Context: an optimization exercise on an open-source flow, tuned for small area, a short achievable clock period and few clock cycles per item. The choices shown serve that exercise and are no tape-out recipe. Only simulation tests tie the RTL to the original design; equivalence was not proved. No activity file was given, so power comes from the tool's default toggle rates.

==> flow/design.v <==
package zmr_pkg;
  localparam int MAX_ROWS = 8;
  localparam int MAX_COLS = 8;
  localparam int DEPTH    = MAX_ROWS * MAX_COLS;
  localparam int AW       = $clog2(DEPTH);
  localparam int DW       = 32;
endpackage
module zmr_store (
  input  logic                     clk,
  input  logic                     we,
  input  logic [zmr_pkg::AW-1:0]   waddr,
  input  logic [zmr_pkg::DW-1:0]   wdata,
  input  logic [zmr_pkg::AW-1:0]   raddr,
  output logic [zmr_pkg::DW-1:0]   rdata
);
  logic [zmr_pkg::DW-1:0] mem [0:zmr_pkg::DEPTH-1];
  always_ff @(posedge clk) begin
    if (we) begin
      mem[waddr] <= wdata;
    end
  end
  logic [zmr_pkg::DEPTH-1:0] rsel;
  always_comb begin
    for (int a = 0; a < zmr_pkg::DEPTH; a++) rsel[a] = (raddr == zmr_pkg::AW'(a));
  end
  always_comb begin
    rdata = '0;
    for (int a = 0; a < zmr_pkg::DEPTH; a++) rdata = rdata | (mem[a] & {zmr_pkg::DW{rsel[a]}});
  end
endmodule
module zmr_scan (
  input  logic                   clk,
  input  logic                   restart,
  input  logic [2:0]             rm1,
  input  logic [2:0]             cm1,
  input  logic                   adv,      
  input  logic                   lay,      
  output logic [zmr_pkg::AW-1:0] raddr,
  output logic                   last
);
  logic [2:0] r_r, c_r;
  logic       up_r;
  logic [5:0] za_r, k_r, ra_r;
  logic [2:0] r_n, c_n;
  logic       up_n;
  logic [5:0] za_n;
  logic       full;
  assign full = (rm1 == 3'd7) && (cm1 == 3'd7);
  logic [5:0] alt_a, k_n;
  assign k_n = k_r + 6'd1;
  always_comb begin
    case (k_n)
      6'd0: alt_a = 6'd0;
      6'd1: alt_a = 6'd1;
      6'd2: alt_a = 6'd2;
      6'd3: alt_a = 6'd3;
      6'd4: alt_a = 6'd4;
      6'd5: alt_a = 6'd5;
      6'd6: alt_a = 6'd6;
      6'd7: alt_a = 6'd27;
      6'd8: alt_a = 6'd8;
      6'd9: alt_a = 6'd9;
      6'd10: alt_a = 6'd10;
      6'd11: alt_a = 6'd11;
      6'd12: alt_a = 6'd12;
      6'd13: alt_a = 6'd13;
      6'd14: alt_a = 6'd7;
      6'd15: alt_a = 6'd15;
      6'd16: alt_a = 6'd14;
      6'd17: alt_a = 6'd21;
      6'd18: alt_a = 6'd26;
      6'd19: alt_a = 6'd19;
      6'd20: alt_a = 6'd16;
      6'd21: alt_a = 6'd17;
      6'd22: alt_a = 6'd18;
      6'd23: alt_a = 6'd20;
      6'd24: alt_a = 6'd24;
      6'd25: alt_a = 6'd25;
      6'd26: alt_a = 6'd23;
      6'd27: alt_a = 6'd31;
      6'd28: alt_a = 6'd22;
      6'd29: alt_a = 6'd37;
      6'd30: alt_a = 6'd30;
      6'd31: alt_a = 6'd29;
      6'd32: alt_a = 6'd28;
      6'd33: alt_a = 6'd41;
      6'd34: alt_a = 6'd33;
      6'd35: alt_a = 6'd32;
      6'd36: alt_a = 6'd40;
      6'd37: alt_a = 6'd34;
      6'd38: alt_a = 6'd35;
      6'd39: alt_a = 6'd36;
      6'd40: alt_a = 6'd44;
      6'd41: alt_a = 6'd39;
      6'd42: alt_a = 6'd38;
      6'd43: alt_a = 6'd47;
      6'd44: alt_a = 6'd46;
      6'd45: alt_a = 6'd45;
      6'd46: alt_a = 6'd43;
      6'd47: alt_a = 6'd42;
      6'd48: alt_a = 6'd48;
      6'd49: alt_a = 6'd49;
      6'd50: alt_a = 6'd50;
      6'd51: alt_a = 6'd51;
      6'd52: alt_a = 6'd52;
      6'd53: alt_a = 6'd53;
      6'd54: alt_a = 6'd55;
      6'd55: alt_a = 6'd54;
      6'd56: alt_a = 6'd56;
      6'd57: alt_a = 6'd57;
      6'd58: alt_a = 6'd58;
      6'd59: alt_a = 6'd59;
      6'd60: alt_a = 6'd60;
      6'd61: alt_a = 6'd61;
      6'd62: alt_a = 6'd62;
      6'd63: alt_a = 6'd63;
      default: alt_a = 6'd0;
    endcase
  end
  assign last  = (r_r == rm1) && (c_r == cm1);
  assign raddr = ra_r;
  always_comb begin
    r_n  = r_r;
    c_n  = c_r;
    up_n = up_r;
    za_n = za_r;
    if (!up_r) begin
      if ((r_r == rm1) || (c_r == 3'd0)) begin
        up_n = 1'b1;
        if (r_r != rm1) begin
          r_n  = r_r + 3'd1;
          za_n = za_r + {3'd0, cm1} + 6'd1;
        end else begin
          c_n  = c_r + 3'd1;
          za_n = za_r + 6'd1;
        end
      end else begin
        r_n  = r_r + 3'd1;
        c_n  = c_r - 3'd1;
        za_n = za_r + {3'd0, cm1};
      end
    end else begin
      if ((r_r == 3'd0) || (c_r == cm1)) begin
        up_n = 1'b0;
        if (c_r != cm1) begin
          c_n  = c_r + 3'd1;
          za_n = za_r + 6'd1;
        end else begin
          r_n  = r_r + 3'd1;
          za_n = za_r + {3'd0, cm1} + 6'd1;
        end
      end else begin
        r_n  = r_r - 3'd1;
        c_n  = c_r + 3'd1;
        za_n = za_r - {3'd0, cm1};
      end
    end
  end
  always_ff @(posedge clk) begin
    if (restart) begin
      ra_r <= '0;
    end else if (adv) begin
      if (last) begin
        ra_r <= za_r + 6'd1;
      end else begin
        ra_r <= (lay && full) ? alt_a : za_n;
      end
    end
  end
  always_ff @(posedge clk) begin
    if (restart) begin
      r_r  <= '0;
      c_r  <= '0;
      up_r <= 1'b0;
      za_r <= '0;
      k_r  <= '0;
    end else if (adv) begin
      if (last) begin
        r_r  <= '0;
        c_r  <= '0;
        up_r <= 1'b0;
        za_r <= za_r + 6'd1;
        k_r  <= '0;
      end else begin
        r_r  <= r_n;
        c_r  <= c_n;
        up_r <= up_n;
        za_r <= za_n;
        k_r  <= k_n;
      end
    end
  end
endmodule
module zmr_outq (
  input  logic                   clk,
  input  logic                   restart,
  input  logic [2:0]             rm1,
  input  logic [2:0]             cm1,
  input  logic [2:0]             rm1_nx,
  input  logic [2:0]             cm1_nx,
  input  logic                   adv,
  output logic [zmr_pkg::AW-1:0] addr,
  output logic                   last,
  output logic                   lay
);
  logic       l_r;
  logic [2:0] r_r, c_r;
  logic [5:0] j_r;
  logic       full;
  assign full = (rm1 == 3'd7) && (cm1 == 3'd7);
  assign last = (r_r == rm1) && (c_r == cm1);
  assign addr = (l_r && full) ? alt_a : j_r;
  assign lay  = l_r;
  logic [5:0] alt_a;
  always_comb begin
    case (j_r)
      6'd0: alt_a = 6'd0;
      6'd1: alt_a = 6'd2;
      6'd2: alt_a = 6'd3;
      6'd3: alt_a = 6'd9;
      6'd4: alt_a = 6'd10;
      6'd5: alt_a = 6'd16;
      6'd6: alt_a = 6'd17;
      6'd7: alt_a = 6'd32;
      6'd8: alt_a = 6'd1;
      6'd9: alt_a = 6'd4;
      6'd10: alt_a = 6'd8;
      6'd11: alt_a = 6'd11;
      6'd12: alt_a = 6'd19;
      6'd13: alt_a = 6'd18;
      6'd14: alt_a = 6'd33;
      6'd15: alt_a = 6'd40;
      6'd16: alt_a = 6'd5;
      6'd17: alt_a = 6'd27;
      6'd18: alt_a = 6'd12;
      6'd19: alt_a = 6'd26;
      6'd20: alt_a = 6'd20;
      6'd21: alt_a = 6'd41;
      6'd22: alt_a = 6'd34;
      6'd23: alt_a = 6'd48;
      6'd24: alt_a = 6'd6;
      6'd25: alt_a = 6'd13;
      6'd26: alt_a = 6'd21;
      6'd27: alt_a = 6'd24;
      6'd28: alt_a = 6'd28;
      6'd29: alt_a = 6'd35;
      6'd30: alt_a = 6'd42;
      6'd31: alt_a = 6'd49;
      6'd32: alt_a = 6'd7;
      6'd33: alt_a = 6'd14;
      6'd34: alt_a = 6'd25;
      6'd35: alt_a = 6'd29;
      6'd36: alt_a = 6'd36;
      6'd37: alt_a = 6'd43;
      6'd38: alt_a = 6'd50;
      6'd39: alt_a = 6'd57;
      6'd40: alt_a = 6'd15;
      6'd41: alt_a = 6'd23;
      6'd42: alt_a = 6'd30;
      6'd43: alt_a = 6'd44;
      6'd44: alt_a = 6'd45;
      6'd45: alt_a = 6'd51;
      6'd46: alt_a = 6'd56;
      6'd47: alt_a = 6'd58;
      6'd48: alt_a = 6'd31;
      6'd49: alt_a = 6'd37;
      6'd50: alt_a = 6'd39;
      6'd51: alt_a = 6'd46;
      6'd52: alt_a = 6'd52;
      6'd53: alt_a = 6'd54;
      6'd54: alt_a = 6'd59;
      6'd55: alt_a = 6'd62;
      6'd56: alt_a = 6'd22;
      6'd57: alt_a = 6'd38;
      6'd58: alt_a = 6'd47;
      6'd59: alt_a = 6'd53;
      6'd60: alt_a = 6'd55;
      6'd61: alt_a = 6'd60;
      6'd62: alt_a = 6'd61;
      6'd63: alt_a = 6'd63;
      default: alt_a = 6'd0;
    endcase
  end
  logic       n1_nx, n2_nx;
  logic [2:0] r2_nx, c2_nx;
  assign n1_nx = (rm1_nx == 3'd0) && (cm1_nx == 3'd0);
  assign n2_nx = ((rm1_nx == 3'd0) && (cm1_nx == 3'd1)) ||
                 ((rm1_nx == 3'd1) && (cm1_nx == 3'd0));
  always_comb begin
    if (n1_nx || n2_nx) begin
      r2_nx = 3'd0;
      c2_nx = 3'd0;
    end else if (cm1_nx >= 3'd2) begin
      r2_nx = 3'd0;
      c2_nx = 3'd2;
    end else if (cm1_nx == 3'd1) begin
      r2_nx = 3'd1;
      c2_nx = 3'd0;
    end else begin
      r2_nx = 3'd2;
      c2_nx = 3'd0;
    end
  end
  always_ff @(posedge clk) begin
    if (restart) begin
      l_r <= n2_nx;
      r_r <= r2_nx;
      c_r <= c2_nx;
      j_r <= 6'd2;
    end else if (adv) begin
      j_r <= j_r + 6'd1;
      if (last) begin
        l_r <= !l_r;
        r_r <= '0;
        c_r <= '0;
      end else begin
        if (c_r != cm1) begin
          c_r <= c_r + 3'd1;
        end else begin
          r_r <= r_r + 3'd1;
          c_r <= '0;
        end
      end
    end
  end
endmodule
module zigzag_matrix_reorder_core (
  input  logic                 clk,
  input  logic                 rst_n,
  input  logic                 in_valid,
  output logic                 in_stall,
  input  logic signed [31:0]   in_element_in,
  output logic                 out_valid,
  input  logic                 out_stall,
  output logic signed [31:0]   out_element_out,
  output logic                 out_last_of_scan,
  input  logic                 cfg_we,
  input  logic [0:0]           cfg_index,
  input  logic [3:0]           cfg_wdata
);
  localparam int AW = zmr_pkg::AW;
  localparam int DEPTH = zmr_pkg::DEPTH;
  logic [2:0]       rm1_r, cm1_r;
  logic             restart;
  logic             w0v_r, w1v_r, w0l_r, w1l_r, w0y_r, w1y_r;
  logic [AW-1:0]    w0a_r, w1a_r;
  logic             wfree_r, in_stall_r;
  logic             w0_take, w1_take;
  logic [AW-1:0]    g_addr;
  logic             g_last, g_lay;
  logic [DEPTH-1:0] occ_r, occ_n;
  logic             ractive_r, rlay_r;
  logic             in_acc, start, can_out, issue_cur, issue_new, adv, lay_eff;
  logic [AW-1:0]    raddr;
  logic             rlast;
  logic [31:0]      mem_rdata, rdata;
  logic             out_valid_r, out_last_r;
  logic [31:0]      out_data_r;
  assign restart = !rst_n || cfg_we;
  logic [2:0]       rm1_nx, cm1_nx, wsize_m1;
  always_comb begin
    if (cfg_wdata == 4'd0)  wsize_m1 = 3'd0;
    else if (cfg_wdata[3])  wsize_m1 = 3'd7;
    else                    wsize_m1 = cfg_wdata[2:0] - 3'd1;
  end
  always_comb begin
    rm1_nx = rm1_r;
    cm1_nx = cm1_r;
    if (!rst_n) begin
      rm1_nx = 3'd7;
      cm1_nx = 3'd7;
    end else if (cfg_we) begin
      if (cfg_index == 1'b0) rm1_nx = wsize_m1;
      else                   cm1_nx = wsize_m1;
    end
  end
  always_ff @(posedge clk) begin
    rm1_r <= rm1_nx;
    cm1_r <= cm1_nx;
  end
  assign in_stall = in_stall_r;
  assign in_acc   = in_valid && wfree_r && !cfg_we;
  assign start    = in_acc && w0l_r;
  assign w0_take = in_acc || !w0v_r;
  assign w1_take = w0_take || !w1v_r;
  zmr_outq u_wseq (
    .clk     (clk),
    .restart (restart),
    .rm1     (rm1_r),
    .cm1     (cm1_r),
    .rm1_nx  (rm1_nx),
    .cm1_nx  (cm1_nx),
    .adv     (w1_take && !restart),
    .addr    (g_addr),
    .last    (g_last),
    .lay     (g_lay)
  );
  logic n1_nx, n2_nx;
  assign n1_nx = (rm1_nx == 3'd0) && (cm1_nx == 3'd0);
  assign n2_nx = ((rm1_nx == 3'd0) && (cm1_nx == 3'd1)) ||
                 ((rm1_nx == 3'd1) && (cm1_nx == 3'd0));
  always_ff @(posedge clk) begin
    if (restart) begin
      w0v_r <= 1'b1;
      w1v_r <= 1'b1;
    end else begin
      if (w0_take) w0v_r <= w1v_r;
      if (w1_take) w1v_r <= 1'b1;
    end
  end
  always_ff @(posedge clk) begin
    if (restart) begin
      w0a_r <= '0;
      w0l_r <= n1_nx;
      w0y_r <= 1'b0;
      w1a_r <= 6'd1;
      w1l_r <= n1_nx || n2_nx;
      w1y_r <= n1_nx;
    end else begin
      if (w0_take) begin
        w0a_r <= w1a_r;
        w0l_r <= w1l_r;
        w0y_r <= w1y_r;
      end
      if (w1_take) begin
        w1a_r <= g_addr;
        w1l_r <= g_last;
        w1y_r <= g_lay;
      end
    end
  end
  assign can_out   = !out_valid_r || !out_stall;
  assign issue_cur = ractive_r && can_out;
  assign issue_new = start && !ractive_r && can_out && !rlast;
  assign adv       = issue_cur || issue_new;
  assign lay_eff   = ractive_r ? rlay_r : w0y_r;
  zmr_scan u_scan (
    .clk     (clk),
    .restart (restart),
    .rm1   (rm1_r),
    .cm1   (cm1_r),
    .adv   (adv),
    .lay   (lay_eff),
    .raddr (raddr),
    .last  (rlast)
  );
  zmr_store u_store (
    .clk   (clk),
    .we    (wfree_r),
    .waddr (w0a_r),
    .wdata (in_element_in),
    .raddr (raddr),
    .rdata (mem_rdata)
  );
  assign rdata = mem_rdata;
  always_ff @(posedge clk) begin
    if (!rst_n) begin
      ractive_r <= 1'b0;
    end else if (adv && rlast) begin
      ractive_r <= 1'b0;
    end else if (start) begin
      ractive_r <= 1'b1;
    end
  end
  always_ff @(posedge clk) begin
    if (start) rlay_r <= w0y_r;
  end
  always_comb begin
    for (int a = 0; a < DEPTH; a++) begin
      occ_n[a] = !(adv && (raddr == AW'(a))) &&
                 (occ_r[a] || (in_acc && (w0a_r == AW'(a))));
    end
  end
  always_ff @(posedge clk) begin
    if (restart) occ_r <= '0;
    else         occ_r <= occ_n;
  end
  logic o0, o1, e0, e1, e01, wfree_n;
  assign o0  = occ_r[w0a_r];
  assign o1  = occ_r[w1a_r];
  assign e0  = (raddr == w0a_r);
  assign e1  = (raddr == w1a_r);
  assign e01 = (w0a_r == w1a_r);
  logic ractive_n;
  assign ractive_n = (ractive_r && !(adv && rlast)) || start;
  always_comb begin
    if (w0_take) begin
      wfree_n = w1v_r && ((adv && e1) || !(o1 || (in_acc && e01))) &&
                !(w1l_r && ractive_n);
    end else begin
      wfree_n = w0v_r && ((adv && e0) || !o0) && !(w0l_r && ractive_n);
    end
  end
  always_ff @(posedge clk) begin
    if (restart) begin
      wfree_r    <= 1'b1;
      in_stall_r <= 1'b0;
    end else begin
      wfree_r    <= wfree_n;
      in_stall_r <= !wfree_n;
    end
  end
  always_ff @(posedge clk) begin
    if (!rst_n) begin
      out_valid_r <= 1'b0;
    end else if (adv) begin
      out_valid_r <= 1'b1;
    end else if (!out_stall) begin
      out_valid_r <= 1'b0;
    end
  end
  always_ff @(posedge clk or negedge rst_n) begin
    if (!rst_n) begin
      out_data_r <= '0;
      out_last_r <= 1'b0;
    end else if (adv) begin
      out_data_r <= rdata;
      out_last_r <= rlast;
    end
  end
  assign out_valid        = out_valid_r;
  assign out_element_out  = out_data_r;
  assign out_last_of_scan = out_last_r;
endmodule
==> flow/run.sh <==
#!/bin/bash
# synth_recipe.tcl (not shown) runs the flow's synth.tcl, then flattens the netlist and writes it again
# the make line also repeats each setting of config.mk as NAME=value (left out here)
make -C /OpenROAD-flow-scripts/flow DESIGN_CONFIG=/design/flow/config.mk WORK_HOME=/design/flow/orfs CLKGATE_MAP_FILE= SYNTH_SCRIPT=/design/flow/synth_recipe.tcl finish
==> flow/config.mk <==
export PLATFORM = sky130hd
export DESIGN_NAME = zigzag_matrix_reorder_core
export DESIGN_NICKNAME = zigzag_matrix_reorder_core
export VERILOG_FILES = /design/flow/design.v
export SDC_FILE = /design/flow/constraint.sdc
export NUM_CORES = 4
export LEC_CHECK = 0
export CAP_MARGIN = 20
export CORE_MARGIN = 2
export CORE_UTILIZATION = 55
export CTS_CLUSTER_DIAMETER = 80
export CTS_CLUSTER_SIZE = 30
export SETUP_SLACK_MARGIN = 4.2
export SLEW_MARGIN = 20
==> flow/constraint.sdc <==
create_clock -name core_clock -period 7.0 [get_ports {clk}]
set_input_delay 1.4000 -clock core_clock [delete_from_list [all_inputs] [get_ports {clk}]]
set_output_delay 1.4000 -clock core_clock [all_outputs]
set_load 0.01 [all_outputs]
==> results by group, run 1 <==
Clock network
  • Longest Clk Path Bufs: 3
  • Clock sinks: 2216
  • CTS Hold Bufs: 0
  • Root buf cell: clkbuf_16
  • CTS H-Tree Depth: 3
  • TritonCTS Buffers: 108
  • CTS clk-pin slew, worst paths: 0.11 ns
  • CTS tree: done
  • Clk Latency, worst-skew pair: 0.81 ns

Cells and area
  • Share of layout cells above drive strength 1: 0.178
  • Fill cells: 10900
  • Fin util: 0.627
  • Final #Nets: 5513
  • Syn-to-layout area delta: 13.3%

Timing
  • Worst Setup Slack, final: 3.96 ns
  • Setup tns final: 0 ns
  • Clock Skew: 0.0672 ns
  • Max Transition Viols Final: 0
  • Slew headroom: 0.141
  • Final setup viols: 0
  • Max Freq: 329 MHz
  • Slew @ Worst Pin: 1.29 ns
  • Final Hold Viols: 0
  • RSZ-0062 raised after global routing: yes
  • Final min period: 3.04 ns
  • Period utilization: 0.434

Setup path
  • Data arrival time of the worst path: 3.47 ns
  • CP Class: flop to flop
  • Critical-path top delay cell: nor3_1
  • Slowest stage delay, CP: 0.73 ns
  • CP cell instances: buf_4 > nand2b_1 > nor3_1 > nor2b_4 > buf_6
  • CP delay by family, top: simple AND/OR/NAND/NOR gates
  • Crit. End Element: flop
  • Startpoint type of the worst setup path: flop
  • Critical path required time: 7.43 ns
  • Worst-path maximum fanout: 32
  • Crit. Startpoint: w0a_r[2]$_SDFFE_PN0P_
  • Reg-to-Reg Start: w0a_r[2]$_SDFFE_PN0P_
  • CP Buf/Inv Count: 2

Global routing
  • Vias in the first global route: 51500
  • Total global routing overflow: 0
  • Initial antenna violation count: 21
  • Largest net degree at the start of global routing: 80
  • Total GRT Usage: 0.451
  • First-pass GRT wire length: 468000 um

Synth
  • Synth Warn #: 4
  • Top cell type's share of synthesized area: 0.736
  • Synth Cell Area: 0.0840 mm^2
  • Synth Flop Type: edfxtp_1
  • FFs w/ async S/R, synth: 0.0149
  • Post-Syn Nets: 5266
  • Number of synthesized flops with an enable pin: 2059
  • Syn Area/Cell: 16.2 um^2
  • Synth Register Bits: 2216
  • Synthesized instance count: 5187
  • Most numerous cell in the Yosys netlist: edfxtp_1
  • Top post-synthesis cells by area: edfxtp_1 74%, a22oi_1 9.0%, dfxtp_1 3.0%, nand2_1 1.6%, clkbuf_1 1.2%
  • Synth cell count leaders: 2059 x edfxtp_1, 1012 x a22oi_1, 351 x nand2_1, 261 x clkbuf_1, 160 x nor2_1
  • Distinct cell type count after synthesis: 80
  • Synth area leader: edfxtp_1
  • Sequential share of the synthesized area: 0.775

Route
  • Iteration-0 DRC Markers: 11700
  • Routed vias: 57800
  • First-pass DRT Iterations: 6
  • WL final: 357000 um
  • Via density: 7.64
  • DRC viols: 0
  • Drt wl/cell: 47.2 um
  • Number of nets with antenna violations after routing: 0

Floorplanning
  • Die area: 0.156 mm^2
  • Die Y-Extent: 395 um
  • Initial core utilization: 0.553
  • I/O Pins: 77
  • Rows: 143
  • Core Region: 0.152 mm^2
  • Die Wd: 395 um

Placed design
  • DP HPWL: 183000 um
  • Setup WS pre-CTS: 2.29 ns
  • GPL Wtd Cong: 0.883
  • Port Buffers: 76

Worst hold path
  • Hold Path Class: primary input to asynchronous set/reset pin

Power and ir drop
  • Leak: 30.5 nW
  • PwrDens: 247 mW/mm^2
  • Max rail drop VDD: 0.243 mV
  • Total Power: 0.0235 W

Run
  • Max_cap viols: 0

Run status
  • Status: finished clean
## metal layers
layer  up-vias  wire length [um]  track usage
met5         -               134            0
met4        18             25900        0.260
met3      1224             60500        0.152
met2      5805            152000        0.650
met1     29200            119000        0.603
li1      21500                 -            -
## cells by family (layout without fill, tap and decap cells)
| family | after synthesis | after routing | synth area share |
|---|---|---|---|
| muxes | 67 | 67 | 0.0135 |
| other | 0 | 13 | 0 |
| xor gates and xnor gates | 62 | 62 | 0.00646 |
| buffers and inverters | 381 | 706 | 0.0184 |
| adders and majority gates | 37 | 37 | 0.00569 |
| AOI/OAI and AO/OA | 1403 | 1403 | 0.121 |
| DFF | 2216 | 2216 | 0.775 |
| and+or+nand+nor | 1021 | 1028 | 0.0600 |
## flip-flops by register name, summed over array words and instances, names as in the netlist, 6 cells and up
signal        cells
u_wseq.j_r        6
u_wseq.alt_a      6
w0a_r             6
u_scan.ra_r       6
occ_r            64
u_store.mem    2048
u_scan.za_r       6
out_data_r       32
w1a_r             6
u_scan.k_r        6
## cells in the final DEF, fill, tap and decap left out, drive strengths merged, types with 7 or more instances in the layout
| cell type | instances |
|---|---|
| o211ai | 21 |
| or2 | 7 |
| nand3 | 45 |
| o22ai | 10 |
| clkinv | 29 |
| or3 | 17 |
| nor2 | 165 |
| nand2 | 351 |
| clkbuf | 125 |
| mux4 | 34 |
| inv | 68 |
| xor2 | 22 |
| a31oi | 11 |
| buf | 465 |
| nor4 | 60 |
| and3 | 31 |
| dfrtp | 33 |
| diode | 13 |
| dfxtp | 124 |
| a211oi | 79 |
| o31a | 8 |
| clkinvlp | 8 |
| nand2b | 14 |
| nor3 | 83 |
| and2 | 46 |
| xnor2 | 40 |
| a221oi | 8 |
| a22o | 8 |
| o21ai | 57 |
| nand4 | 151 |
| mux2 | 14 |
| nor2b | 22 |
| a22oi | 1012 |
| edfxtp | 2059 |
| a21oi | 126 |
| ha | 35 |
| mux2i | 19 |
## path summary, 6_finish.rpt
path | endpoint | slack, ns | cells after the start
max in group asynchronous | out_last_r$_DFFE_PN0N_ | 6.18 | 1
min in group core_clock | rlay_r$_DFFE_PP_ | 0.48 | 0
min reg2reg | rlay_r$_DFFE_PP_ | 0.48 | 0
max reg2reg | u_store.mem[20][27]$_DFFE_PP_ | 3.96 | 5
min | out_data_r[12]$_DFFE_PN0N_ | 0.46 | 1
max | u_store.mem[20][27]$_DFFE_PP_ | 3.96 | 5
## stage by stage
| step | cells | hold slack, ns | instance area [um^2] |
|---|---|---|---|
| after floorplan | 5187 | 0.429 | 84500 |
| after global placement | 7133 | 0.459 | 88200 |
| after detailed placement | 7136 | 0.453 | 88200 |
| after CTS | 7498 | 0.470 | 94300 |
| after global routing | 7553 | 0.443 | 95200 |
| final | 7562 | 0.457 | 95200 |
## power by group
part | internal, W | total (W) | switching (W)
Combinational | 0.000340 | 0.000953 | 0.000613
Clock | 0.00320 | 0.00786 | 0.00465
Sequential | 0.0146 | 0.0147 | 0.000135
Total | 0.0181 | 0.0235 | 0.00540
## layout make-up
| class | count | area, um^2 | share of cell area |
|---|---|---|---|
| sequential | 2216 | 65200 | 0.685 |
| multi-input combinational | 2597 | 19000 | 0.200 |
| timing repair buffer | 479 | 4540 | 0.0477 |
| clock buffer | 120 | 2800 | 0.0294 |
| tap | 2030 | 2540 | 0.0267 |
| clock inverter | 75 | 945 | 0.00992 |
| inverter | 32 | 149 | 0.00156 |
| antenna | 13 | 32.5 | 0.000342 |
## timing repair
action	in CTS	in global routing
resized for setup	402	106
endpoints found under the hold margin	0	0
endpoints found under the setup margin	1968	726
buffers inserted	160	49
gates cloned	7	1
pin swaps	71	22
Testbench counts, summed over its fixed seeds: cycles 17,436, items 14,009.
==> run 2, diff against run 1 <==
--- a/flow/design.v
+++ b/flow/design.v
@@ -8,15 +8,18 @@
 module zmr_store (
   input  logic                     clk,
   input  logic                     we,
-  input  logic [zmr_pkg::AW-1:0]   waddr,
+  input  logic [7:0]               whi,      
+  input  logic [7:0]               wlo,      
   input  logic [zmr_pkg::DW-1:0]   wdata,
   input  logic [zmr_pkg::AW-1:0]   raddr,
   output logic [zmr_pkg::DW-1:0]   rdata
 );
   logic [zmr_pkg::DW-1:0] mem [0:zmr_pkg::DEPTH-1];
   always_ff @(posedge clk) begin
-    if (we) begin
-      mem[waddr] <= wdata;
+    for (int a = 0; a < zmr_pkg::DEPTH; a++) begin
+      if (we && whi[a / 8] && wlo[a % 8]) begin
+        mem[a] <= wdata;
+      end
     end
   end
   logic [zmr_pkg::DEPTH-1:0] rsel;
@@ -344,6 +347,7 @@
   logic             restart;
   logic             w0v_r, w1v_r, w0l_r, w1l_r, w0y_r, w1y_r;
   logic [AW-1:0]    w0a_r, w1a_r;
+  logic [7:0]       w0hi_r, w0lo_r;    
   logic             wfree_r, in_stall_r;
   logic             w0_take, w1_take;
   logic [AW-1:0]    g_addr;
@@ -410,6 +414,15 @@
   end
   always_ff @(posedge clk) begin
     if (restart) begin
+      w0hi_r <= 8'd1;
+      w0lo_r <= 8'd1;
+    end else if (w0_take) begin
+      w0hi_r <= 8'd1 << w1a_r[5:3];
+      w0lo_r <= 8'd1 << w1a_r[2:0];
+    end
+  end
+  always_ff @(posedge clk) begin
+    if (restart) begin
       w0a_r <= '0;
       w0l_r <= n1_nx;
       w0y_r <= 1'b0;
@@ -447,7 +460,8 @@
   zmr_store u_store (
     .clk   (clk),
     .we    (wfree_r),
-    .waddr (w0a_r),
+    .whi   (w0hi_r),
+    .wlo   (w0lo_r),
     .wdata (in_element_in),
     .raddr (raddr),
     .rdata (mem_rdata)
==> run 2 against run 1 <==
  * Die area is 0.91% higher
  * First-iteration DRC count is 6.5% higher
  * Non-clock buffer count is 132 lower
  * Flip-flop and latch count is 16 higher
  * Clock skew is 0.00098 ns lower
  * Final area is 1.4% lower
  * Combinational power is 2.6% lower
  * Wire length is 0.34% lower
  * Critical path depth is 5 higher
  * Sequential power hardly changed
  * Hold slack worse by 0.053 ns
  * Global-route usage is 0.42 points lower
  * Still clean on timing, DRC and antenna
==> results by group, run 2 <==
Floorplanning
  • Die Wd: 397 um (was 395 um)
  • Die area: 0.157 mm^2 (was 0.156 mm^2)
  • I/O Pins: 77 (unchanged)
  • Rows: 144 (was 143)
  • Die Y-Extent: 397 um (was 395 um)
  • Core Region: 0.154 mm^2 (was 0.152 mm^2)
  • Initial core utilization: 0.552 (was 0.553)

Cells and area
  • Syn-to-layout area delta: 10.7% (was 13.3%)
  • Most frequent cells in the layout: 2059 x edfxtp_1, 1020 x a22oi_1, 356 x nand2_1 (was 2059 x edfxtp_1, 1009 x a22oi_1, 341 x nand2_1)
  • Design Area, Final: 0.0939 mm^2 (was 0.0952 mm^2)
  • Largest register FFs: 2048 (unchanged)
  • Biggest register: u_store.mem (unchanged)
  • Share of layout cells above drive strength 1: 0.146 (was 0.178)
  • Commonest non-fill, non-tap cell in the layout: edfxtp_1 (unchanged)
  • Post-route non-filler standard cell count: 7505 (was 7562)
  • Final #Nets: 5446 (was 5513)
  • Largest regs: u_store.mem (2048), occ_r (64), out_data_r (32) (unchanged)

Synth
  • Post-Syn Nets: 5330 (was 5266)
  • Synth Cell Area: 0.0848 mm^2 (was 0.0840 mm^2)
  • Synthesized instance count: 5251 (was 5187)
  • Synth area leader: edfxtp_1 (unchanged)
  • Top cell type's share of synthesized area: 0.729 (was 0.736)
  • Syn Area/Cell: 16.2 um^2 (about the same)
  • Sequential share of the synthesized area: 0.772 (was 0.775)
  • Synth Register Bits: 2232 (was 2216)
  • FFs w/ async S/R, synth: 0.0148 (was 0.0149)
  • Synth Flop Type: edfxtp_1 (unchanged)
  • Synth cell count leaders: 2059 x edfxtp_1, 1023 x a22oi_1, 360 x nand2_1, 208 x clkbuf_1, 159 x nand4_1 (was 2059 x edfxtp_1, 1012 x a22oi_1, 351 x nand2_1, 261 x clkbuf_1, 160 x nor2_1)
  • Synth Warn #: 5 (was 4)
  • Number of synthesized flops with an enable pin: 2059 (unchanged)
  • Top post-synthesis cells by area: edfxtp_1 73%, a22oi_1 9.1%, dfxtp_1 3.3%, nand2_1 1.6%, nand4_1 1.2% (was edfxtp_1 74%, a22oi_1 9.0%, dfxtp_1 3.0%, nand2_1 1.6%, clkbuf_1 1.2%)
  • Distinct cell type count after synthesis: 81 (was 80)
  • Most numerous cell in the Yosys netlist: edfxtp_1 (unchanged)

Clock network
  • CTS clk-pin slew, worst paths: 0.12 ns (was 0.11 ns)
  • TritonCTS Buffers: 101 (was 108)
  • Clk Latency, worst-skew pair: 0.81 ns (about the same)
  • Clock sinks: 2232 (was 2216)
  • CTS tree: done (unchanged)
  • CTS H-Tree Depth: 3 (unchanged)
  • Root buf cell: clkbuf_16 (unchanged)
  • Longest Clk Path Bufs: 3 (unchanged)
  • CTS Hold Bufs: 0 (unchanged)

Timing
  • Clock Skew: 0.0662 ns (was 0.0672 ns)
  • RSZ-0062 raised after global routing: yes (unchanged)
  • Period utilization: 0.408 (was 0.434)
  • Max Transition Viols Final: 0 (unchanged)
  • Final min period: 2.85 ns (was 3.04 ns)
  • Final Hold Viols: 0 (unchanged)
  • Slew @ Worst Pin: 1.30 ns (was 1.29 ns)
  • Setup tns final: 0 ns (unchanged)
  • Slew headroom: 0.134 (was 0.141)
  • Final setup viols: 0 (unchanged)
  • Max Freq: 350 MHz (was 329 MHz)

Worst hold path
  • Hold Path Class: primary input to asynchronous set/reset pin (unchanged)

Setup path
  • Crit. End Element: flop (unchanged)
  • Worst-path maximum fanout: 20 (was 32)
  • Critical path required time: 7.71 ns (was 7.43 ns)
  • Reg2Reg Setup Slack: 4.15 ns (was 3.96 ns)
  • Slowest stage delay, CP: 0.46 ns (was 0.73 ns)
  • Critical-path top delay cell: dfxtp_4 (was nor3_1)
  • Reg-to-Reg Start: u_scan.ra_r[1]$_SDFFE_PN0N_ (was w0a_r[2]$_SDFFE_PN0P_)
  • Worst r2r path cells: 10 (was 5)
  • Startpoint type of the worst setup path: flop (unchanged)
  • Data arrival time of the worst path: 3.57 ns (was 3.47 ns)
  • CP Class: flop to flop (unchanged)
  • Reg2reg end: out_data_r[13]$_DFFE_PN0N_ (was u_store.mem[20][27]$_DFFE_PP_)
  • CP cell instances: buf_4 > nor4bb_4 > buf_4 > and2_4 > buf_6 > a22oi_1 > nand2_1 > nor3_1 > and3_2 > o21ai_1 (was buf_4 > nand2b_1 > nor3_1 > nor2b_4 > buf_6)
  • Most used cell, CP: buf_4

Placed design
  • DP HPWL: 172000 um (was 183000 um)
  • Port Buffers: 76 (unchanged)
  • Placement-stage cell area: 0.0883 mm^2 (was 0.0882 mm^2)
  • GPL Wtd Cong: 0.868 (was 0.883)
  • Placed insts: 7177 (was 7136)

Global routing
  • Vias in the first global route: 50900 (was 51500)
  • Total global routing overflow: 0 (unchanged)
  • Largest net degree at the start of global routing: 74 (was 80)
  • Initial antenna violation count: 24 (was 21)
  • Total GRT Usage: 0.447 (was 0.451)
  • First-pass GRT wire length: 466000 um (was 468000 um)

Power and ir drop
  • Max rail drop VDD: 0.253 mV (was 0.243 mV)
  • Leak: 29.9 nW (was 30.5 nW)
  • PwrDens: 250 mW/mm^2 (was 247 mW/mm^2)

Run status
  • Status: finished clean (unchanged)

Route
  • First-pass DRT Iterations: 6 (unchanged)
  • Iteration-0 DRC Markers: 12500 (was 11700)
  • Number of nets with antenna violations after routing: 0 (unchanged)
  • Drt wl/cell: 47.4 um (was 47.2 um)
  • Routed vias: 57400 (was 57800)
  • DRC viols: 0 (unchanged)
  • WL final: 356000 um (was 357000 um)
  • Via density: 7.65 (was 7.64)

Run
  • Max_cap viols: 0 (unchanged)
run 2: cell types whose count changed after synthesis, moves of 9 or more:
| cell | change |
|---|---|
| a21oi_1 | +24 |
| a22oi_1 | +11 |
| and2_1 | -11 |
| and3_1 | +52 |
| buf_2 | +34 |
| clkbuf_1 | -53 |
| dfxtp_1 | +16 |
| nand2_1 | +9 |
| nand2b_1 | +12 |
| nor2_1 | -26 |
| or3_1 | -9 |
run 2: cell families (layout without fill, tap and decap cells):
logic type / Yosys count / after routing / synth area share
and+or+nand+nor: 1054 / 1060 / 0.0632
DFF: 2232 / 2232 / 0.772
AOI/OAI and AO/OA: 1432 / 1434 / 0.122
muxes: 67 / 67 / 0.0126
other: 0 / 13 / 0
xor gates and xnor gates: 60 / 60 / 0.00620
adders and majority gates: 37 / 37 / 0.00564
buffers and inverters: 369 / 558 / 0.0186
run 2: how the worst max path moves through the flow:
stage | startpoint | endpoint | slack [ns]
floorplan | rst_n | u_wseq.alt_a[4]$_DFF_P_ | 3.91
global placement | cfg_we | u_wseq.alt_a[3]$_DFF_P_ | 1.96
detailed placement | cfg_we | u_wseq.alt_a[3]$_DFF_P_ | 2.04
CTS | out_data_r[5]$_DFFE_PN0N_ | out_element_out[5] | 4.17
global route | u_scan.ra_r[3]$_SDFFE_PN0N_ | out_data_r[21]$_DFFE_PN0N_ | 4.15
finish | u_scan.ra_r[1]$_SDFFE_PN0N_ | out_data_r[13]$_DFFE_PN0N_ | 4.15
run 2: critical path, delay by kind of cell (launching register included):
| family | cells | cell delay, ns |
|---|---|---|
| compound gates | 2 | 0.26 |
| buf+inv | 3 | 0.94 |
| flops | 1 | 0.46 |
| simple gates | 5 | 1.10 |
run 2: power breakdown:
group | leakage, nW | internal (W) | switching, W | total, W
Clock | 1.74 | 0.00324 | 0.00455 | 0.00779
Combinational | 8.03 | 0.000296 | 0.000632 | 0.000928
Sequential | 20.1 | 0.0147 | 0.000126 | 0.0148
Total | 29.9 | 0.0182 | 0.00530 | 0.0235
run 2: stage by stage:
stage	utilization	setup slack (ns)	power [W]	hold slack, ns
after floorplan	-	3.91	0.0154	0.426
after global placement	0.575	1.96	0.0160	0.450
after detailed placement	0.575	2.04	0.0160	0.464
after CTS	0.608	4.17	0.0234	0.441
after global routing	0.611	4.15	0.0239	0.408
final	0.612	4.15	0.0235	0.404
run 2: timing repair:
action                     4_1_cts  5_1_grt
gates cloned                    13        1
pin swaps                       37        9
setup buffers                   95       20
setup endpoints to repair      198       56
gates resized for setup        314       61
run 2: area by class of cell:
class | count | area (um^2)
clock inverters | 60 | 895
repair buffers | 347 | 3180
fillers | 11400 | 59600
multi-input cells | 2658 | 18900
clock buffers | 124 | 2700
diodes | 13 | 32.5
flip-flops and latches | 2232 | 65500
well taps | 2044 | 2560
inverters | 27 | 128
run 2: routing by layer:
layer / track usage / up-vias / wire [um]
met4: 0.233 / 18 / 24000
met5: 0.00185 / - / 153
met1: 0.613 / 29000 / 122000
li1: - / 21500 / -
met3: 0.137 / 1242 / 57500
met2: 0.647 / 5711 / 152000
Testbench counts of run 2, summed over its fixed seeds: cycles 17,436, items 14,009.
==> run 3, diff against run 2 <==
--- a/flow/config.mk
+++ b/flow/config.mk
@@ -7,7 +7,7 @@
 export LEC_CHECK = 0
 export CAP_MARGIN = 20
 export CORE_MARGIN = 2
-export CORE_UTILIZATION = 55
+export CORE_UTILIZATION = 60
 export CTS_CLUSTER_DIAMETER = 80
 export CTS_CLUSTER_SIZE = 30
 export SETUP_SLACK_MARGIN = 4.2
==> run 3 against run 2 <==
  * Still clean on timing, DRC and antenna
  * Clock skew rose by 0.013 ns
  * Flip-flop and latch count did not move
  * Combinational power rose by 1%
  * Critical endpoint unchanged
  * Largest cell class unchanged
  * Highest routed layer unchanged
==> results by group, run 3 <==
Setup path
  • Critical path required time: 7.72 ns (was 7.71 ns)
  • Startpoint type of the worst setup path: flop (unchanged)
  • Worst-path maximum fanout: 23 (was 20)
  • Data arrival time of the worst path: 3.76 ns (was 3.57 ns)
  • Reg2Reg Setup Slack: 3.96 ns (was 4.15 ns)
  • Reg-to-Reg Start: u_scan.ra_r[4]$_SDFFE_PN0N_ (was u_scan.ra_r[1]$_SDFFE_PN0N_)
  • CP Class: flop to flop (unchanged)
  • Reg2reg end: out_data_r[13]$_DFFE_PN0N_ (unchanged)
  • Slowest stage delay, CP: 0.56 ns (was 0.46 ns)
  • Critical-path top delay cell: nor2b_2 (was dfxtp_4)
  • Worst r2r path cells: 9 (was 10)
  • Crit. End Element: flop (unchanged)
  • CP cell instances: buf_4 > nor2b_2 > and2_4 > buf_8 > a22oi_1 > nand4_1 > nor4_2 > and3_4 > o21ai_1 (was buf_4 > nor4bb_4 > buf_4 > and2_4 > buf_6 > a22oi_1 > nand2_1 > nor3_1 > and3_2 > o21ai_1)

Clock network
  • Clk Latency, worst-skew pair: 0.80 ns (was 0.81 ns)
  • CTS tree: done (unchanged)
  • CTS H-Tree Depth: 3 (unchanged)
  • Root buf cell: clkbuf_16 (unchanged)
  • Longest Clk Path Bufs: 3 (unchanged)
  • CTS Hold Bufs: 0 (unchanged)
  • Clock sinks: 2232 (unchanged)
  • TritonCTS Buffers: 102 (was 101)
  • CTS clk-pin slew, worst paths: 0.10 ns (was 0.12 ns)

Floorplanning
  • Core Region: 0.140 mm^2 (was 0.154 mm^2)
  • Die Y-Extent: 380 um (was 397 um)
  • Die area: 0.144 mm^2 (was 0.157 mm^2)
  • Rows: 137 (was 144)
  • I/O Pins: 77 (unchanged)
  • Initial core utilization: 0.606 (was 0.552)
  • Die Wd: 380 um (was 397 um)

Synth
  • Synth Register Bits: 2232 (unchanged)
  • Synth Cell Area: 0.0848 mm^2 (unchanged)
  • FFs w/ async S/R, synth: 0.0148 (unchanged)
  • Synth Flop Type: edfxtp_1 (unchanged)
  • Distinct cell type count after synthesis: 81 (unchanged)
  • Synth Warn #: 5 (unchanged)
  • Sequential share of the synthesized area: 0.772 (unchanged)
  • Post-Syn Nets: 5330 (unchanged)
  • Syn Area/Cell: 16.2 um^2 (unchanged)
  • Synthesized instance count: 5251 (unchanged)
  • Synth cell count leaders: 2059 x edfxtp_1, 1023 x a22oi_1, 360 x nand2_1, 208 x clkbuf_1, 159 x nand4_1 (unchanged)
  • Top cell type's share of synthesized area: 0.729 (unchanged)
  • Top post-synthesis cells by area: edfxtp_1 73%, a22oi_1 9.1%, dfxtp_1 3.3%, nand2_1 1.6%, nand4_1 1.2% (unchanged)
  • Most numerous cell in the Yosys netlist: edfxtp_1 (unchanged)
  • Synth area leader: edfxtp_1 (unchanged)
  • Number of synthesized flops with an enable pin: 2059 (unchanged)

Cells and area
  • Largest regs: u_store.mem (2048), occ_r (64), out_data_r (32) (unchanged)
  • Share of layout cells above drive strength 1: 0.147 (was 0.146)
  • Most frequent cells in the layout: 2059 x edfxtp_1, 1017 x a22oi_1, 356 x nand2_1 (was 2059 x edfxtp_1, 1020 x a22oi_1, 356 x nand2_1)
  • Final #Nets: 5467 (was 5446)
  • Fin util: 0.671 (was 0.612)
  • Syn-to-layout area delta: 10.6% (was 10.7%)
  • Biggest register: u_store.mem (unchanged)
  • Commonest non-fill, non-tap cell in the layout: edfxtp_1 (unchanged)
  • Design Area, Final: 0.0938 mm^2 (was 0.0939 mm^2)
  • Largest register FFs: 2048 (unchanged)

Placed design
  • GPL Wtd Cong: 0.885 (was 0.868)
  • Port Buffers: 76 (unchanged)
  • DP HPWL: 173000 um (was 172000 um)
  • Placement-stage cell area: 0.0880 mm^2 (was 0.0883 mm^2)

Power and ir drop
  • Flop pwr share: 0.633 (was 0.629)
  • PwrDens: 249 mW/mm^2 (was 250 mW/mm^2)
  • Sw Ratio: 0.225 (was 0.226)
  • Max rail drop VDD: 0.277 mV (was 0.253 mV)
  • Leak: 29.9 nW (about the same)
  • Part of the power in the clock network: 0.327 (was 0.331)
  • Cell Int Power: 0.0181 W (was 0.0182 W)
  • Logic pwr share: 0.040 (was 0.039)
  • Sw power: 0.00526 W (was 0.00530 W)

Timing
  • Slew headroom: 0.0926 (was 0.134)
  • Final Hold Viols: 0 (unchanged)
  • Max Freq: 329 MHz (was 350 MHz)
  • Period utilization: 0.434 (was 0.408)
  • Setup tns final: 0 ns (unchanged)
  • Max Transition Viols Final: 0 (unchanged)
  • Final min period: 3.04 ns (was 2.85 ns)
  • Clock Skew: 0.0797 ns (was 0.0662 ns)
  • Final setup viols: 0 (unchanged)
  • RSZ-0062 raised after global routing: yes (unchanged)
  • Slew @ Worst Pin: 1.36 ns (was 1.30 ns)

Route
  • WL final: 354000 um (was 356000 um)
  • DRC viols: 0 (unchanged)
  • Iteration-0 DRC Markers: 13200 (was 12500)
  • Drt wl/cell: 48.0 um (was 47.4 um)
  • Via density: 7.90 (was 7.65)
  • Number of nets with antenna violations after routing: 0 (unchanged)
  • Routed vias: 58200 (was 57400)
  • First-pass DRT Iterations: 10 (was 6)

Global routing
  • Initial antenna violation count: 28 (was 24)
  • Total global routing overflow: 0 (unchanged)
  • First-pass GRT wire length: 460000 um (was 466000 um)
  • Vias in the first global route: 50800 (was 50900)
  • Largest net degree at the start of global routing: 72 (was 74)
  • Total GRT Usage: 0.479 (was 0.447)

Run
  • Max_cap viols: 0 (unchanged)

Worst hold path
  • Hold Path Class: primary input to asynchronous set/reset pin (unchanged)

Run status
  • Status: finished clean (unchanged)
[run 3: logic make-up (layout without fill, tap and decap cells)]
logic type,count (synthesis),after routing,share of synthesized area
DFF,2232,2232,0.772
adders and majority gates,37,37,0.00564
and+or+nand+nor,1054,1061,0.0632
other,0,12,0
xor gates and xnor gates,60,60,0.00620
buffers and inverters,369,586,0.0186
muxes,67,67,0.0126
AOI/OAI and AO/OA,1432,1434,0.122
[run 3: final cells by class]
| type | count | area, um^2 |
|---|---|---|
| timing repair buffer | 365 | 3360 |
| fill | 9587 | 46100 |
| clock buffer | 137 | 2750 |
| inverter | 27 | 125 |
| multi-input combinational | 2659 | 18900 |
| clock inverter | 56 | 808 |
| sequential | 2232 | 65500 |
| antenna | 12 | 30.0 |
| tap | 1876 | 2350 |
| timing repair inverter | 1 | 7.51 |
[run 3: layer usage]
metal	GRT usage	share of wire	routed length, um
met2	0.679	0.42	148000
met5	0.00265	0.0011	388
met4	0.283	0.079	28100
met3	0.168	0.17	61500
met1	0.644	0.33	116000
[run 3: power by group through the flow]
stage                     Clock, W  Combinational, W  Sequential, W
after global placement           0          0.000879         0.0151
after floorplan                  0          0.000349         0.0151
final                      0.00764          0.000941         0.0148
after detailed placement         0          0.000894         0.0151
after global routing       0.00795          0.000987         0.0148
after CTS                  0.00755          0.000884         0.0148
[run 3: critical path, delay by kind of cell, from the launching register on]
family / cells / cell delay (ns)
DFF: 1 / 0.45
buffers and inverters: 2 / 0.64
and+or+nand+nor: 5 / 1.59
AOI/OAI and AO/OA: 2 / 0.30
[run 3: repair_timing]
| item | CTS | global route |
|---|---|---|
| setup endpoints to repair | 199 | 88 |
| pin swaps | 35 | 17 |
| resized for setup | 292 | 100 |
| cloned | 11 | 4 |
| buffers inserted | 84 | 53 |
[run 3: worst max path at each step]
stage,slack (ns),start,depth (start not counted),end
after floorplan,3.91,rst_n,8,u_wseq.alt_a[4]$_DFF_P_
after global placement,1.88,cfg_we,9,u_wseq.alt_a[1]$_DFF_P_
after detailed placement,1.98,cfg_we,9,u_wseq.alt_a[1]$_DFF_P_
after CTS,3.98,u_scan.ra_r[0]$_SDFFE_PN0N_,10,out_data_r[26]$_DFFE_PN0N_
after global routing,4.03,u_scan.ra_r[4]$_SDFFE_PN0N_,9,out_data_r[13]$_DFFE_PN0N_
final,3.96,u_scan.ra_r[4]$_SDFFE_PN0N_,9,out_data_r[13]$_DFFE_PN0N_
[run 3: per-stage QoR]
step / total power (W) / instances / hold WS [ns] / setup slack [ns]
after floorplan: 0.0154 / 5251 / 0.426 / 3.91
after global placement: 0.0160 / 7004 / 0.447 / 1.88
after detailed placement: 0.0160 / 7007 / 0.450 / 1.98
after CTS: 0.0232 / 7295 / 0.445 / 3.98
after global routing: 0.0237 / 7354 / 0.443 / 4.03
final: 0.0234 / 7365 / 0.465 / 3.96
==> run 4, diff against run 3 <==
--- a/flow/config.mk
+++ b/flow/config.mk
@@ -7,8 +7,8 @@
 export LEC_CHECK = 0
 export CAP_MARGIN = 20
 export CORE_MARGIN = 2
-export CORE_UTILIZATION = 60
+export CORE_UTILIZATION = 55
 export CTS_CLUSTER_DIAMETER = 80
 export CTS_CLUSTER_SIZE = 30
-export SETUP_SLACK_MARGIN = 4.2
+export SETUP_SLACK_MARGIN = 4.1
 export SLEW_MARGIN = 20
==> run 4 against run 3 <==
  * Still clean
  * Combinational power hardly changed
  * Die area is 9.0% higher
  * Global-route usage is 2.6 points lower
  * Sequential power hardly changed
  * Power is 0.94% higher
  * Maximum frequency is 2.4% higher
  * Via count hardly changed
  * Final area is 0.18% higher
  * Critical path depth stayed put
  * Clock-buffer cell count is 14 lower
==> results by group, run 4 <==
Run status
  • Status: finished clean (unchanged)

Clock network
  • TritonCTS Buffers: 105 (was 102)
  • Clock sinks: 2232 (unchanged)
  • Root buf cell: clkbuf_16 (unchanged)
  • CTS tree: done (unchanged)
  • Longest Clk Path Bufs: 3 (unchanged)
  • CTS clk-pin slew, worst paths: 0.11 ns (was 0.10 ns)
  • Clk Latency, worst-skew pair: 0.79 ns (was 0.80 ns)
  • CTS H-Tree Depth: 3 (unchanged)

Floorplanning
  • Die area: 0.157 mm^2 (was 0.144 mm^2)
  • Rows: 144 (was 137)
  • Initial core utilization: 0.552 (was 0.606)
  • Core Region: 0.154 mm^2 (was 0.140 mm^2)
  • Die Y-Extent: 397 um (was 380 um)
  • I/O Pins: 77 (unchanged)
  • Die Wd: 397 um (was 380 um)

Global routing
  • Largest net degree at the start of global routing: 97 (was 72)
  • Initial antenna violation count: 28 (unchanged)
  • Total GRT Usage: 0.453 (was 0.479)
  • Total global routing overflow: 0 (unchanged)
  • First-pass GRT wire length: 470000 um (was 460000 um)
  • Vias in the first global route: 51100 (was 50800)

Power and ir drop
  • Part of the power in the clock network: 0.333 (was 0.327)
  • Leak: 29.8 nW (was 29.9 nW)
  • Flop pwr share: 0.627 (was 0.633)
  • Cell Int Power: 0.0182 W (was 0.0181 W)
  • PwrDens: 251 mW/mm^2 (was 249 mW/mm^2)
  • Sw power: 0.00537 W (was 0.00526 W)
  • Total Power: 0.0236 W (was 0.0234 W)
  • Max rail drop VDD: 0.249 mV (was 0.277 mV)
  • Sw Ratio: 0.228 (was 0.225)
  • Logic pwr share: 0.040 (about the same)

Synth
  • Distinct cell type count after synthesis: 81 (unchanged)
  • Top cell type's share of synthesized area: 0.729 (unchanged)
  • Sequential share of the synthesized area: 0.772 (unchanged)
  • Number of synthesized flops with an enable pin: 2059 (unchanged)
  • Synth Register Bits: 2232 (unchanged)
  • FFs w/ async S/R, synth: 0.0148 (unchanged)
  • Synth cell count leaders: 2059 x edfxtp_1, 1023 x a22oi_1, 360 x nand2_1, 208 x clkbuf_1, 159 x nand4_1 (unchanged)
  • Synth Flop Type: edfxtp_1 (unchanged)
  • Synth area leader: edfxtp_1 (unchanged)
  • Synth Warn #: 5 (unchanged)
  • Most numerous cell in the Yosys netlist: edfxtp_1 (unchanged)
  • Synthesized instance count: 5251 (unchanged)
  • Post-Syn Nets: 5330 (unchanged)
  • Syn Area/Cell: 16.2 um^2 (unchanged)
  • Top post-synthesis cells by area: edfxtp_1 73%, a22oi_1 9.1%, dfxtp_1 3.3%, nand2_1 1.6%, nand4_1 1.2% (unchanged)
  • Synth Cell Area: 0.0848 mm^2 (unchanged)

Timing
  • RSZ-0062 raised after global routing: yes (unchanged)
  • Clock Skew: 0.0404 ns (was 0.0797 ns)
  • Slew headroom: 0.129 (was 0.0926)
  • Max Transition Viols Final: 0 (unchanged)
  • Final min period: 2.96 ns (was 3.04 ns)
  • Final setup viols: 0 (unchanged)
  • Max Freq: 338 MHz (was 329 MHz)
  • Final Hold Viols: 0 (unchanged)
  • Period utilization: 0.423 (was 0.434)
  • Slew @ Worst Pin: 1.31 ns (was 1.36 ns)
  • Setup tns final: 0 ns (unchanged)

Cells and area
  • Final #Nets: 5455 (was 5467)
  • Syn-to-layout area delta: 10.8% (was 10.6%)
  • Biggest register: u_store.mem (unchanged)
  • Most frequent cells in the layout: 2059 x edfxtp_1, 1022 x a22oi_1, 355 x nand2_1 (was 2059 x edfxtp_1, 1017 x a22oi_1, 356 x nand2_1)
  • Fin util: 0.612 (was 0.671)
  • Largest register FFs: 2048 (unchanged)
  • Commonest non-fill, non-tap cell in the layout: edfxtp_1 (unchanged)
  • Share of layout cells above drive strength 1: 0.141 (was 0.147)
  • Largest regs: u_store.mem (2048), occ_r (64), out_data_r (32) (unchanged)

Setup path
  • Critical path required time: 7.72 ns (about the same)
  • Crit. End Element: flop (unchanged)
  • Worst-path maximum fanout: 18 (was 23)
  • Startpoint type of the worst setup path: flop (unchanged)
  • CP Class: flop to flop (unchanged)
  • Data arrival time of the worst path: 3.68 ns (was 3.76 ns)

Route
  • WL final: 362000 um (was 354000 um)
  • Routed vias: 58100 (was 58200)
  • First-pass DRT Iterations: 8 (was 10)
  • Via density: 7.72 (was 7.90)
  • Drt wl/cell: 48.1 um (was 48.0 um)
  • Iteration-0 DRC Markers: 12700 (was 13200)
  • Number of nets with antenna violations after routing: 0 (unchanged)
  • DRC viols: 0 (unchanged)

Worst hold path
  • Hold Path Class: primary input to asynchronous set/reset pin (unchanged)

Run
  • Max_cap viols: 0 (unchanged)

Placed design
  • GPL Wtd Cong: 0.888 (was 0.885)
  • DP HPWL: 180000 um (was 173000 um)
  • Port Buffers: 76 (unchanged)
==> run 4: changes by cell type in the layout (fill, tap and decap cells not counted), moves of 7 or more <==
cell,before,now
diode_2,12,21
clkbuf_1,30,15
clkdlybuf4s15_1,1,19
and3_2,14,7
buf_8,21,10
buf_2,62,37
and3_4,51,59
==> run 4: metrics by stage <==
step	cells	worst slack, ns	hold WS, ns	instance area (um^2)
final	7526	4.04	0.462	94000
after global routing	7510	4.08	0.456	93900
after CTS	7484	4.08	0.433	93500
after detailed placement	7181	2.06	0.445	88300
after global placement	7179	2.02	0.446	88200
after floorplan	5251	3.91	0.426	84900
==> run 4: power groups by stage <==
stage          sequential [W]  clock (W)  combinational [W]
2_1_floorplan          0.0151          0           0.000349
3_3_place_gp           0.0151          0           0.000887
3_5_place_dp           0.0151          0           0.000900
4_1_cts                0.0148    0.00778           0.000904
5_1_grt                0.0148    0.00818           0.000987
6_report               0.0148    0.00785           0.000939
==> run 4: path summary, 6_finish.rpt <==
path,startpoint,end,slack (ns),cells after the start
max,u_scan.ra_r[0]$_SDFFE_PN0N_,out_data_r[4]$_DFFE_PN0N_,4.04,9
min,rst_n,out_data_r[11]$_DFFE_PN0N_,0.46,1
max reg2reg,u_scan.ra_r[0]$_SDFFE_PN0N_,out_data_r[4]$_DFFE_PN0N_,4.04,9
min reg2reg,w0y_r$_SDFFE_PN0P_,rlay_r$_DFFE_PP_,0.47,0
max in group asynchronous,rst_n,out_data_r[23]$_DFFE_PN0N_,5.62,4
min in group core_clock,w0y_r$_SDFFE_PN0P_,rlay_r$_DFFE_PP_,0.47,0
==> run 4: cell type report <==
| cell class | instances | area, um^2 |
|---|---|---|
| Clock inverter | 69 | 942 |
| Timing Repair Buffer | 350 | 3170 |
| Clock buffer | 123 | 2750 |
| Sequential cell | 2232 | 65500 |
| Antenna cell | 21 | 52.6 |
| Fill cell | 11400 | 59500 |
| Tap cell | 2044 | 2560 |
| Multi-Input combinational cell | 2660 | 18900 |
| Inverter | 27 | 121 |
==> run 4: metal layers <==
layer,track usage,wire (um),up-vias
met5,0.000924,154,-
li1,-,-,21500
met2,0.648,154000,5800
met3,0.149,59900,1201
met1,0.616,123000,29500
met4,0.252,24800,24
==> run 4: critical path, stage by stage (launching register included) <==
cell     delay, ns
dfxtp_4       0.40
buf_4         0.21
or4b_4        0.65
nor2_4        0.21
buf_4         0.53
a22oi_1       0.20
nand4_1       0.15
nor4_1        0.07
and3_1        0.31
o21ai_1       0.16
==> run 4: what timing repair did <==
action | CTS | global route
endpoints found under the setup margin | 184 | 168
cloned | 10 | 1
buffers inserted | 101 | 20
gates resized for setup | 240 | 54
hold buffers | 0 | 0
pin swaps | 56 | 10
==> run 4: logic make-up after synthesis <==
group | synth area share
mux | 0.0126
buf+inv | 0.0186
simple gates | 0.0632
compound gates | 0.122
xor+xnor | 0.00620
fa+ha+maj | 0.00564
flops | 0.772
==> run 5, diff against run 4 <==
--- a/flow/design.v
+++ b/flow/design.v
@@ -208,10 +208,11 @@
 );
   logic       l_r;
   logic [2:0] r_r, c_r;
-  logic [5:0] j_r;
+  logic [5:0] jm_r, j_r;
   logic       full;
   assign full = (rm1 == 3'd7) && (cm1 == 3'd7);
   assign last = (r_r == rm1) && (c_r == cm1);
+  assign j_r  = jm_r + 6'd1;
   assign addr = (l_r && full) ? alt_a : j_r;
   assign lay  = l_r;
   logic [5:0] alt_a;
@@ -309,9 +310,9 @@
       l_r <= n2_nx;
       r_r <= r2_nx;
       c_r <= c2_nx;
-      j_r <= 6'd2;
+      jm_r <= 6'd1;
     end else if (adv) begin
-      j_r <= j_r + 6'd1;
+      jm_r <= j_r;
       if (last) begin
         l_r <= !l_r;
         r_r <= '0;
@@ -359,7 +360,8 @@
   logic             rlast;
   logic [31:0]      mem_rdata, rdata;
   logic             out_valid_r, out_last_r;
-  logic [31:0]      out_data_r;
+  logic [31:0]      out_data_r, shown_data_r;
+  logic             shown_last_r;
   assign restart = !rst_n || cfg_we;
   logic [2:0]       rm1_nx, cm1_nx, wsize_m1;
   always_comb begin
@@ -523,13 +525,24 @@
       out_valid_r <= 1'b0;
     end
   end
-  always_ff @(posedge clk or negedge rst_n) begin
-    if (!rst_n) begin
-      out_data_r <= '0;
-      out_last_r <= 1'b0;
-    end else if (adv) begin
+  logic out_valid_n;
+  assign out_valid_n = adv || (out_valid_r && out_stall);
+  always_ff @(posedge clk) begin
+    if (adv) begin
+      shown_data_r <= rdata;
+      shown_last_r <= rlast;
+    end
+  end
+  always_ff @(posedge clk) begin
+    if (adv) begin
       out_data_r <= rdata;
       out_last_r <= rlast;
+    end else if (out_valid_n) begin
+      out_data_r <= shown_data_r;
+      out_last_r <= shown_last_r;
+    end else begin
+      out_data_r <= '0;
+      out_last_r <= 1'b0;
     end
   end
   assign out_valid        = out_valid_r;
--- a/flow/config.mk
+++ b/flow/config.mk
@@ -10,5 +10,5 @@
 export CORE_UTILIZATION = 55
 export CTS_CLUSTER_DIAMETER = 80
 export CTS_CLUSTER_SIZE = 30
-export SETUP_SLACK_MARGIN = 4.1
+export SETUP_SLACK_MARGIN = 4.3
 export SLEW_MARGIN = 20
==> run 5 against run 4 <==
  * Flip-flop and latch count rose by 27
  * Sequential power about the same
  * Register-to-register slack gained 0.14 ns
  * Critical endpoint is now out_data_r[14]$_DFF_P_
  * Via count grew 1.8%
  * Clock-buffer cell count increased by 14
  * Final area rose by 3.1%
  * Maximum frequency up 5.1%
  * Clock power hardly changed
  * Clock skew grew 0.0016 ns
  * Still clean
  * Critical path type unchanged
  * First-iteration DRC count grew 0.21%
==> results by group, run 5 <==
Run status
  • Status: finished clean (unchanged)

Timing
  • RSZ-0062 raised after global routing: yes (unchanged)
  • Slew headroom: 0.137 (was 0.129)
  • Final hold slack: 0.461 ns (was 0.462 ns)
  • Slew @ Worst Pin: 1.29 ns (was 1.31 ns)
  • Period utilization: 0.403 (was 0.423)
  • Final min period: 2.82 ns (was 2.96 ns)
  • Clock Skew: 0.0420 ns (was 0.0404 ns)
  • Final setup viols: 0 (unchanged)
  • Final Hold Viols: 0 (unchanged)

Power and ir drop
  • Part of the power in the clock network: 0.336 (was 0.333)
  • Sw power: 0.00522 W (was 0.00537 W)
  • Max rail drop VDD: 0.226 mV (was 0.249 mV)
  • Logic pwr share: 0.031 (was 0.040)
  • PwrDens: 242 mW/mm^2 (was 251 mW/mm^2)
  • Cell Int Power: 0.0182 W (about the same)

Setup path
  • Reg2Reg Setup Slack: 4.18 ns (was 4.04 ns)
  • CP Class: flop to flop (unchanged)
  • Worst-path maximum fanout: 20 (was 18)
  • Reg2reg end: out_data_r[14]$_DFF_P_ (was out_data_r[4]$_DFFE_PN0N_)
  • Critical-path top delay cell: nor4_2 (was or4b_4)
  • Critical path required time: 7.70 ns (was 7.72 ns)
  • Crit. End Element: flop (unchanged)
  • Reg-to-Reg Start: u_scan.ra_r[2]$_SDFFE_PN0N_ (was u_scan.ra_r[0]$_SDFFE_PN0N_)
  • CP cell instances: bufbuf_16 > nand4b_1 > nor2_4 > buf_6 > a22oi_1 > nand2_1 > nor4_2 > nand4_1 > a22o_1 (was buf_4 > or4b_4 > nor2_4 > buf_4 > a22oi_1 > nand4_1 > nor4_1 > and3_1 > o21ai_1)
  • Worst r2r path cells: 9 (unchanged)

Synth
  • Synth Warn #: 5 (unchanged)
  • FFs w/ async S/R, synth: 0 (was 0.0148)
  • Compound-Gate Fraction of Synth Area: 0.122 (about the same)
  • Synth Flop Type: edfxtp_1 (unchanged)
  • Post-Syn Nets: 5373 (was 5330)
  • Number of synthesized flops with an enable pin: 2092 (was 2059)
  • Most numerous cell in the Yosys netlist: edfxtp_1 (unchanged)
  • Post-synthesis mux area share: 0.0102 (was 0.0126)
  • Synth Area in XOR/XNOR: 0.00616 (was 0.00620)
  • Synth cell count leaders: 2092 x edfxtp_1, 1012 x a22oi_1, 420 x nand2_1, 202 x clkbuf_1, 167 x dfxtp_1 (was 2059 x edfxtp_1, 1023 x a22oi_1, 360 x nand2_1, 208 x clkbuf_1, 159 x nand4_1)
  • Top cell type's share of synthesized area: 0.736 (was 0.729)
  • Synth area leader: edfxtp_1 (unchanged)
  • Sequential share of the synthesized area: 0.775 (was 0.772)

Floorplanning
  • Die Y-Extent: 398 um (was 397 um)
  • Die Wd: 398 um (was 397 um)
  • Core Region: 0.154 mm^2 (about the same)

Clock network
  • TritonCTS Buffers: 107 (was 105)
  • Root buf cell: clkbuf_16 (unchanged)
  • Clk Latency, worst-skew pair: 0.78 ns (was 0.79 ns)
  • CTS Hold Bufs: 0 (unchanged)
  • CTS tree: done (unchanged)
  • Longest Clk Path Bufs: 3 (unchanged)

Worst hold path
  • Worst Hold Endpoint: out_data_r[22]$_DFF_P_
  • Hold_sp: shown_data_r[22]$_DFFE_PN_
  • Hold Path Class: flop to flop (was primary input to asynchronous set/reset pin)

Route
  • Number of nets with antenna violations after routing: 0 (unchanged)
  • Iteration-0 DRC Markers: 12800 (was 12700)
  • WL final: 361000 um (was 362000 um)
  • First-pass DRT Iterations: 9 (was 8)
  • Via density: 7.69 (was 7.72)
  • Drt wl/cell: 46.9 um (was 48.1 um)
  • Routed vias: 59200 (was 58100)

Cells and area
  • Most frequent cells in the layout: 2092 x edfxtp_1, 991 x a22oi_1, 416 x nand2_1 (was 2059 x edfxtp_1, 1022 x a22oi_1, 355 x nand2_1)
  • Largest regs: u_store.mem (2048), occ_r (64) (was u_store.mem (2048), occ_r (64), out_data_r (32))
  • Final #Nets: 5626 (was 5455)
  • Largest register FFs: 2048 (unchanged)
  • Biggest register: u_store.mem (unchanged)

Global routing
  • Total GRT Usage: 0.447 (was 0.453)
  • First-pass GRT wire length: 470000 um (about the same)
  • Total global routing overflow: 0 (unchanged)
  • Initial antenna violation count: 20 (was 28)
  • Vias in the first global route: 51700 (was 51100)

Placed design
  • DP HPWL: 177000 um (was 180000 um)
  • Port Buffers: 76 (unchanged)
  • GPL Wtd Cong: 0.865 (was 0.888)
## run 5: cell type report
cell class | instances | area [um^2]
antenna | 14 | 35.0
timing repair inverter | 4 | 38.8
sequential | 2259 | 66200
tap | 2044 | 2560
multi-input combinational | 2673 | 19500
clock buffer | 137 | 2900
clock inverter | 64 | 837
timing repair buffer | 455 | 4500
inverter | 46 | 210
fill | 11000 | 57200
## run 5: routing by layer
layer  routed length [um]  vias to the layer above  share of wire  track usage
li1                     -                    22000              -            -
met1               123000                    30200           0.34        0.616
met2               153000                     5855           0.42        0.643
met3                61400                     1157           0.17        0.151
met4                23400                       14          0.065        0.215
met5                  124                        -        0.00034            0
## run 5: power by group through the flow
stage | sequential, W | clock [W] | combinational [W]
after floorplan | 0.0151 | 0 | 0.000276
after global placement | 0.0151 | 0 | 0.000615
after detailed placement | 0.0151 | 0 | 0.000627
after CTS | 0.0148 | 0.00783 | 0.000673
after global routing | 0.0148 | 0.00826 | 0.000753
final | 0.0148 | 0.00788 | 0.000723
## run 5: logic make-up after synthesis
logic type                 after synthesis
muxes                                   48
and+or+nand+nor                       1093
adders and majority gates               39
xor gates and xnor gates                60
buffers and inverters                  362
DFF                                   2259
AOI/OAI and AO/OA                     1432
## run 5: per-stage QoR
stage / area, um^2 / instances / setup WS (ns) / total power, W
finish: 96900 / 7696 / 4.18 / 0.0234
global route: 96800 / 7685 / 4.21 / 0.0238
CTS: 95600 / 7629 / 4.23 / 0.0233
detailed placement: 89500 / 7275 / 2.34 / 0.0158
global placement: 89400 / 7271 / 2.38 / 0.0158
floorplan: 85500 / 5293 / 4.08 / 0.0154
## run 5: critical path: cells and delay by family (launching register included)
family,cells,cell delay (ns)
AOI/OAI and AO/OA,2,0.55
buffers and inverters,2,0.57
and+or+nand+nor,5,1.19
DFF,1,0.37
## run 5: worst max path at each step
stage                                      from                          to  slack, ns  depth (start not counted)
finish              u_scan.ra_r[2]$_SDFFE_PN0N_      out_data_r[14]$_DFF_P_       4.18                          9
global route             out_data_r[31]$_DFF_P_         out_element_out[31]       4.21                          1
CTS                      out_data_r[31]$_DFF_P_         out_element_out[31]       4.23                          1
detailed placement                       cfg_we  u_scan.c_r[2]$_SDFFE_PN0P_       2.34                         10
global placement                         cfg_we  u_scan.c_r[2]$_SDFFE_PN0P_       2.38                         10
floorplan                          cfg_wdata[0]             w0l_r$_DFFE_PP_       4.08                          9
## run 5: what timing repair did
action                                  4_1_cts  5_1_grt
endpoints found under the setup margin      336      193
cloned                                        6        5
setup buffers                               147       48
resized for setup                           398      141
pin swaps                                    69       61
Testbench counts of run 5, summed over its fixed seeds: cycles 17,436, items 14,009.

-- port drivers added, routing unchanged --
The results above use ideal ports. As a check the final layouts listed here were re-extracted and re-timed, cells and wires unchanged. Step 1 assumes that a clkbuf_16 drives the clock port and a buf_2 every other input. Step 2, shift: input delay + t, output delay - t, t = (earliest + latest rising clock arrival at the registers) / 2. This alone moves slack from input paths to output paths. Slacks: ideal ports / drivers / drivers and shift; pairs: ideal ports / drivers.
run | t (ns) | slack for setup (ns) | hold WS [ns]
run 1 | 0.863 | 3.960 / 3.960 / 3.363 | 0.457 / 0.477 / 0.477
run 2 | 0.859 | 4.146 / 4.079 / 3.241 | 0.404 / 0.482 / 0.482
run 3 | 0.850 | 3.965 / 3.965 / 3.260 | 0.465 / 0.473 / 0.473
run 4 | 0.863 | 4.037 / 4.010 / 3.345 | 0.462 / 0.436 / 0.470
run 5 | 0.850 | 4.182 / 4.135 / 3.490 | 0.461 / 0.461 / 0.461
After both steps setup and hold are still met in every run listed. For run 2, which loses most, drivers alone change the setup slack by -0.067 ns; drivers and shift together by -0.905 ns.
